This is an optimization exercise on Yosys and OpenROAD, whose aim is small area and a short achievable clock period, not a production implementation. Only simulation tests tie the RTL to the original design; equivalence was not proved. No activity file was given, so power comes from the tool's default toggle rates.

## default_peripheral_system
module default_peripheral_system (
	input  logic        clock,
	input  logic        rst,
	input  logic        irq_cfg_req,
	input  logic [5:0]  irq_cfg_entry,
	input  logic        irq_cfg_valid,
	input  logic        irq_cfg_mask,
	input  logic [1:0]  irq_cfg_level,
	input  logic        req,
	input  logic        rw,
	input  logic [31:0] addr,
	input  logic [31:0] wdata,
	output logic        busy,
	output logic        valid,
	output logic [31:0] rdata,
	output logic        irq_req,
	output logic [5:0]  irq_num,
	input  logic        irq_ack,
	input  logic [63:0] irq_src,
	output logic        sci_txd,
	input  logic        sci_rxd
);
Size in the first run: roughly 1700 cells after synthesis, about 450 flip-flops, roughly 0.019 mm^2 of cells after synthesis.
export LEC_CHECK = 0
export CAP_MARGIN = 20
export CORE_MARGIN = 2
export CORE_UTILIZATION = 65
export PLACE_DENSITY = 0.75
export SLEW_MARGIN = 20
create_clock -name core_clock -period 85.0 [get_ports {clock}]
standard.sh (not shown) runs the stock make flow with config.mk's settings and CLKGATE_MAP_FILE= SYNTH_SCRIPT=/design/flow/synth_recipe.tcl, a recipe that flattens the netlist after the stock synthesis.
==> flow/flow/run.sh <==
#!/bin/bash
# The standard layout (standard.sh) with these changes:
# - synthesis maps the logic with an area-oriented ABC script (flow/abc_area.script,
#   used in place of ORFS's abc_speed.script); the flops and their names are the
#   standard synthesis's, as only the combinational logic goes through ABC;
# - the ports get plain buf_1 buffers instead of the delay cell buffer_ports picks;
# - clock tree synthesis without dummy loads and with larger sink clusters.
# Each step's full output is in the logs under orfs/logs and in *.log here.
set -euo pipefail
here=$(pwd)
rm -rf "$here/abc_scripts"
cp -r "$FLOW_HOME/scripts" "$here/abc_scripts"
cp "$here/flow/abc_area.script" "$here/abc_scripts/abc_speed.script"
export BUFFER_PORTS_ARGS="-buffer_cell sky130_fd_sc_hd__buf_1"
export CTS_ARGS="-sink_clustering_enable -repair_clock_nets -dont_use_dummy_load -buf_list {sky130_fd_sc_hd__clkbuf_8 sky130_fd_sc_hd__clkbuf_16} -sink_clustering_size 30 -sink_clustering_max_diameter 80"
export SETUP_SLACK_MARGIN=66.85
export SETUP_MOVE_SEQUENCE="sizeup,swap,buffer,split"
SCRIPTS_DIR="$here/abc_scripts" bash standard.sh synth > synth.log 2>&1
bash standard.sh > standard.log 2>&1
==> flow/flow/abc_area.script <==
&get -n
&st
&deepsyn -T 60
&dch -f
&nf -R 1000 -p -F 8 -A 4 -a
&st
&deepsyn -T 60
&dch -f
&nf -R 1000 -p -F 8 -A 4 -a
&put
buffer -c
topo
stime -c
upsize -c
dnsize -c
The baseline passed the timing, DRC and antenna checks.
Rerun with:
--- a/flow/flow/run.sh
+++ b/flow/flow/run.sh
@@ -15,4 +15,4 @@
 export CTS_ARGS="-sink_clustering_enable -repair_clock_nets -dont_use_dummy_load -buf_list {sky130_fd_sc_hd__clkbuf_8 sky130_fd_sc_hd__clkbuf_16} -sink_clustering_size 30 -sink_clustering_max_diameter 80"
-export SETUP_SLACK_MARGIN=66.85
-export SETUP_MOVE_SEQUENCE="sizeup,swap,buffer,split"
+export SETUP_SLACK_MARGIN=66.8
+export SETUP_MOVE_SEQUENCE="sizeup,swap"
 SCRIPTS_DIR="$here/abc_scripts" bash standard.sh synth > synth.log 2>&1
Result: The new run passed the timing, DRC and antenna checks; power falls by about 1.2%; cell area falls by about 1.4%; synthesized cell count stays the same; count of clock-buffer cells in the layout falls by 1; worst setup slack is worse by 170 ps; die area is unchanged; global-route usage falls by 0.22 points; utilization falls by 1.1 points; hold slack is worse by 5.7 ps; critical path depth is unchanged; routed wire length falls by about 0.64%.
Rerun with:
--- a/flow/flow/run.sh
+++ b/flow/flow/run.sh
@@ -14,3 +14,3 @@
 export BUFFER_PORTS_ARGS="-buffer_cell sky130_fd_sc_hd__buf_1"
-export CTS_ARGS="-sink_clustering_enable -repair_clock_nets -dont_use_dummy_load -buf_list {sky130_fd_sc_hd__clkbuf_8 sky130_fd_sc_hd__clkbuf_16} -sink_clustering_size 30 -sink_clustering_max_diameter 80"
+export CTS_ARGS="-sink_clustering_enable -repair_clock_nets -dont_use_dummy_load -buf_list {sky130_fd_sc_hd__clkbuf_8} -sink_clustering_size 20 -sink_clustering_max_diameter 60"
 export SETUP_SLACK_MARGIN=66.8
Via count decreases by 0.32%.
Power decreases by 1.8%.
First-iteration DRC count decreases by 1.1%.
Worst setup slack is worse by 99 ps.
Wire length decreases by 0.64%.
Register-to-register slack is worse by 20 ps.
Design area is about the same.
Clock skew decreases by 12 ps.
Sequential share of layout area increases by 0.17 points.

========
Another version of the RTL of default_peripheral_system (not shown whole).
Size: roughly 1700 cells after synthesis, about 450 flip-flops, about 18000 um^2 of cells after synthesis.
// default_peripheral_system
module default_peripheral_system (
	input  logic        clock,
	input  logic        rst,
	input  logic        irq_cfg_req,
	input  logic [5:0]  irq_cfg_entry,
	input  logic        irq_cfg_valid,
	input  logic        irq_cfg_mask,
	input  logic [1:0]  irq_cfg_level,
	input  logic        req,
	input  logic        rw,
	input  logic [31:0] addr,
	input  logic [31:0] wdata,
	output logic        busy,
	output logic        valid,
	output logic [31:0] rdata,
	output logic        irq_req,
	output logic [5:0]  irq_num,
	input  logic        irq_ack,
	input  logic [63:0] irq_src,
	output logic        sci_txd,
	input  logic        sci_rxd
);
==> flow/config.mk <==
export PLATFORM = sky130hd
export DESIGN_NAME = default_peripheral_system
export DESIGN_NICKNAME = default_peripheral_system
export VERILOG_FILES = /design/flow/design.v
export SDC_FILE = /design/flow/constraint.sdc
export NUM_CORES = 4
export LEC_CHECK = 0
export CAP_MARGIN = 20
export CORE_MARGIN = 2
export CORE_UTILIZATION = 65
export PLACE_DENSITY = 0.75
export SLEW_MARGIN = 20
==> flow/constraint.sdc <==
create_clock -name core_clock -period 85.0 [get_ports {clock}]
set_input_delay 17.0000 -clock core_clock [delete_from_list [all_inputs] [get_ports {clock}]]
set_output_delay 17.0000 -clock core_clock [all_outputs]
set_load 0.01 [all_outputs]
==> flow/flow/run.sh <==
#!/bin/bash
# The standard layout (standard.sh) with these changes:
# - synthesis maps the logic with an area-oriented ABC script (flow/abc_area.script,
#   used in place of ORFS's abc_speed.script); the flops and their names are the
#   standard synthesis's, as only the combinational logic goes through ABC;
# - the ports get plain buf_1 buffers instead of the delay cell buffer_ports picks;
# - clock tree synthesis without dummy loads and with larger sink clusters.
# Each step's full output is in the logs under orfs/logs and in *.log here.
set -euo pipefail
here=$(pwd)
rm -rf "$here/abc_scripts"
cp -r "$FLOW_HOME/scripts" "$here/abc_scripts"
cp "$here/flow/abc_area.script" "$here/abc_scripts/abc_speed.script"
export BUFFER_PORTS_ARGS="-buffer_cell sky130_fd_sc_hd__buf_1"
export CTS_ARGS="-sink_clustering_enable -repair_clock_nets -dont_use_dummy_load -buf_list {sky130_fd_sc_hd__clkbuf_8 sky130_fd_sc_hd__clkbuf_16} -sink_clustering_size 36 -sink_clustering_max_diameter 70"
export SETUP_SLACK_MARGIN=66.8
export SETUP_MOVE_SEQUENCE="sizeup,swap"
SCRIPTS_DIR="$here/abc_scripts" bash standard.sh synth > synth.log 2>&1
bash standard.sh > standard.log 2>&1
Scripts as last shown in full above: flow/flow/abc_area.script
Next try:
--- a/flow/flow/run.sh
+++ b/flow/flow/run.sh
@@ -15 +15 @@
-export CTS_ARGS="-sink_clustering_enable -repair_clock_nets -dont_use_dummy_load -buf_list {sky130_fd_sc_hd__clkbuf_8 sky130_fd_sc_hd__clkbuf_16} -sink_clustering_size 36 -sink_clustering_max_diameter 70"
+export CTS_ARGS="-sink_clustering_enable -repair_clock_nets -dont_use_dummy_load -buf_list {sky130_fd_sc_hd__clkbuf_16} -root_buf sky130_fd_sc_hd__clkbuf_16 -sink_clustering_buffer sky130_fd_sc_hd__clkbuf_8 -sink_clustering_size 20 -sink_clustering_max_diameter 50"
Result:
- register-to-register slack gets worse by 40 ps
- final area barely changes
- via count came out higher by 0.95%
- fmax hardly moves
- hold slack gets better by 20 ps
- critical path depth goes up by 4
- final cell count went up by 0.72%
- power increases by 0.36%
- clock skew is higher by 12 ps
- sequential power hardly moves
- worst setup slack degrades by 11 ps
Next try:
--- a/flow/flow/run.sh
+++ b/flow/flow/run.sh
@@ -15 +15 @@
-export CTS_ARGS="-sink_clustering_enable -repair_clock_nets -dont_use_dummy_load -buf_list {sky130_fd_sc_hd__clkbuf_16} -root_buf sky130_fd_sc_hd__clkbuf_16 -sink_clustering_buffer sky130_fd_sc_hd__clkbuf_8 -sink_clustering_size 20 -sink_clustering_max_diameter 50"
+export CTS_ARGS="-sink_clustering_enable -repair_clock_nets -dont_use_dummy_load -buf_list {sky130_fd_sc_hd__clkbuf_8 sky130_fd_sc_hd__clkbuf_16} -sink_clustering_size 30 -sink_clustering_max_diameter 80"
After rerunning: The new run passed the timing, DRC and antenna checks. Area after synthesis does not change. Synthesized cell count is unchanged. Non-clock buffer count stays the same. Clock skew drops by 27 ps. Maximum frequency stays flat. Cell area drops by 0.59%. Setup slack hardly moves. Global-route usage drops by 0.13 points.

========
Setup of build 24:
Another version of the RTL of default_peripheral_system (not shown whole).
For scale: ~450 flip-flops, about 20000 um^2 of cells after synthesis.
==> flow/config.mk <==
export PLATFORM = sky130hd
export DESIGN_NAME = default_peripheral_system
export DESIGN_NICKNAME = default_peripheral_system
export VERILOG_FILES = /design/flow/design.v
export SDC_FILE = /design/flow/constraint.sdc
export NUM_CORES = 4
export LEC_CHECK = 0
export CAP_MARGIN = 20
export CORE_MARGIN = 2
export CORE_UTILIZATION = 65
export PLACE_DENSITY = 0.75
export SLEW_MARGIN = 20
==> flow/constraint.sdc <==
create_clock -name core_clock -period 85.0 [get_ports {clock}]
set_input_delay 17.0000 -clock core_clock [delete_from_list [all_inputs] [get_ports {clock}]]
set_output_delay 17.0000 -clock core_clock [all_outputs]
set_load 0.01 [all_outputs]
==> flow/flow/run.sh <==
#!/bin/bash
set -euo pipefail
export BUFFER_PORTS_ARGS="-buffer_cell sky130_fd_sc_hd__buf_1"
export CTS_ARGS="-sink_clustering_enable -repair_clock_nets -dont_use_dummy_load -buf_list {sky130_fd_sc_hd__clkbuf_8 sky130_fd_sc_hd__clkbuf_16} -sink_clustering_size 30 -sink_clustering_max_diameter 80"
export SETUP_SLACK_MARGIN=67.3
export SETUP_MOVE_SEQUENCE="sizeup,swap"
bash standard.sh > standard.log 2>&1
### build 24 -> build 37
Settings: PLACE_DENSITY removed (was 0.75); CORE_UTILIZATION changed from 65 to 40.
==> flow/flow/run.sh <==
#!/bin/bash
# Standard layout, with plain buffers on the ports and a lighter clock tree
# (no dummy loads, larger sink clusters).
set -euo pipefail
export BUFFER_PORTS_ARGS="-buffer_cell sky130_fd_sc_hd__buf_1"
export CTS_ARGS="-sink_clustering_enable -repair_clock_nets -dont_use_dummy_load -buf_list {sky130_fd_sc_hd__clkbuf_8 sky130_fd_sc_hd__clkbuf_16} -sink_clustering_size 30 -sink_clustering_max_diameter 80"
bash standard.sh > standard.log 2>&1
==> run notes <==
Build 37 vs. build 24: final area -about 2%; arrival time at the worst endpoint increased 0.10 ns; cell area power density moved up.
What build 56 does differently from build 37 at the input level:
Settings: setting CTS_BUF_LIST to sky130_fd_sc_hd__clkbuf_4 sky130_fd_sc_hd__clkbuf_8 for the first time.
==> flow/flow/run.sh <==
#!/bin/bash
# Standard layout, with plain buffers on the ports.
set -euo pipefail
export BUFFER_PORTS_ARGS="-buffer_cell sky130_fd_sc_hd__buf_1"
bash standard.sh > standard.log 2>&1
Results
- Build 56 contains more vias than build 37.
- Diff build 37 -> build 56: hold slack now sits lower, time the final worst path needs with I/O delays and setup picked up an extra 0.073 ns, logic depth of the worst register-to-register path barely changed, final worst slack down 0.073 ns.
- A launch point of the worst path of irq_ctrl_i.irq_num[3]$_DFFE_PN_ is what build 56 shows, while irq_ctrl_i.irq_num[2]$_DFFE_PN_ belongs to build 37.
--- input diff build 56..build 39 ---
Settings: CTS_BUF_LIST: sky130_fd_sc_hd__clkbuf_4 sky130_fd_sc_hd__clkbuf_8 -> unset; PLACE_DENSITY: unset -> 0.75; CORE_UTILIZATION: 40 -> 65.
==> flow/flow/run.sh <==
#!/bin/bash
# Standard layout, with plain buffers on the ports and a lighter clock tree
# (no dummy loads, larger sink clusters).
set -euo pipefail
export BUFFER_PORTS_ARGS="-buffer_cell sky130_fd_sc_hd__buf_1"
export CTS_ARGS="-sink_clustering_enable -repair_clock_nets -dont_use_dummy_load -buf_list {sky130_fd_sc_hd__clkbuf_8 sky130_fd_sc_hd__clkbuf_16} -sink_clustering_size 30 -sink_clustering_max_diameter 80"
bash standard.sh > standard.log 2>&1
Notes after the runs:
- Going from build 56 to build 39, peak per-stage delay on the critical path shrinks by 0.07 ns.
- The growth of design area from synthesis to finish reported for build 39 is smaller than that of build 56 by 8.0 points.
- Between build 56 and build 39, the flow reports design area decreasing by a few percent.
- Build 39 ends up with a final layout net count that is 59 lower than in build 56.
- The higher total power of build 56 and build 39 is in build 56.
- In the flow results for build 56 and build 39, the smallest setup slack after layout is larger on build 39.
- There was hardly any difference in required time at the worst-slack endpoint between build 39 and build 56.
- Between build 56 and build 39, the share of the clock period used by the worst path is higher for build 56.
- Floorplan die area ended up 38% lower on build 39 than on build 56.

==> port drivers added, routing unchanged <==
The flow's constraints put no driver on any port. The routed layouts listed below were extracted and timed again, unchanged, in two steps.
Step 1 sets driving cells, clkbuf_16 on the clock port and buf_2 on the other inputs (assumed; they add their load-dependent delay and slew).
Step 2 times the ports against the registers' clock, not the clock port: input delays grow and output delays shrink by t, the midpoint of the rising clock arrivals with the driver on.
Three values: no drivers, after step 1, after step 2; two values: the first two.
run	shift t [ns]	setup WS [ns]	worst register clock-pin slew, ns	worst slew at a driven data input, ns
the first run of note 1	0.580	66.828 / 66.773 / 66.334	0.12 / 0.12	0.07
the second run of note 1	0.575	66.655 / 66.601 / 66.262	0.12 / 0.12	0.08
the third run of note 1	0.668	66.556 / 66.506 / 66.156	0.12 / 0.12	0.08
the first run of note 2	0.591	66.719 / 66.666 / 66.168	0.12 / 0.12	0.08
the second run of note 2	0.547	66.708 / 66.677 / 66.175	0.11 / 0.11	0.08
the third run of note 2	0.587	66.708 / 66.655 / 66.210	0.12 / 0.12	0.08
build 24	0.582	66.713 / 66.658 / 66.534	0.11 / 0.11	0.13
build 37	0.651	66.609 / 66.548 / 66.134	0.11 / 0.11	0.09
build 56	0.733	66.536 / 66.479 / 66.107	0.07 / 0.07	0.09
build 39	0.596	66.714 / 66.661 / 66.146	0.12 / 0.12	0.07
After both steps setup and hold are still met in every run listed. The setup slack of build 39, which loses most, moves by -0.053 ns with the drivers and by -0.568 ns with both steps.
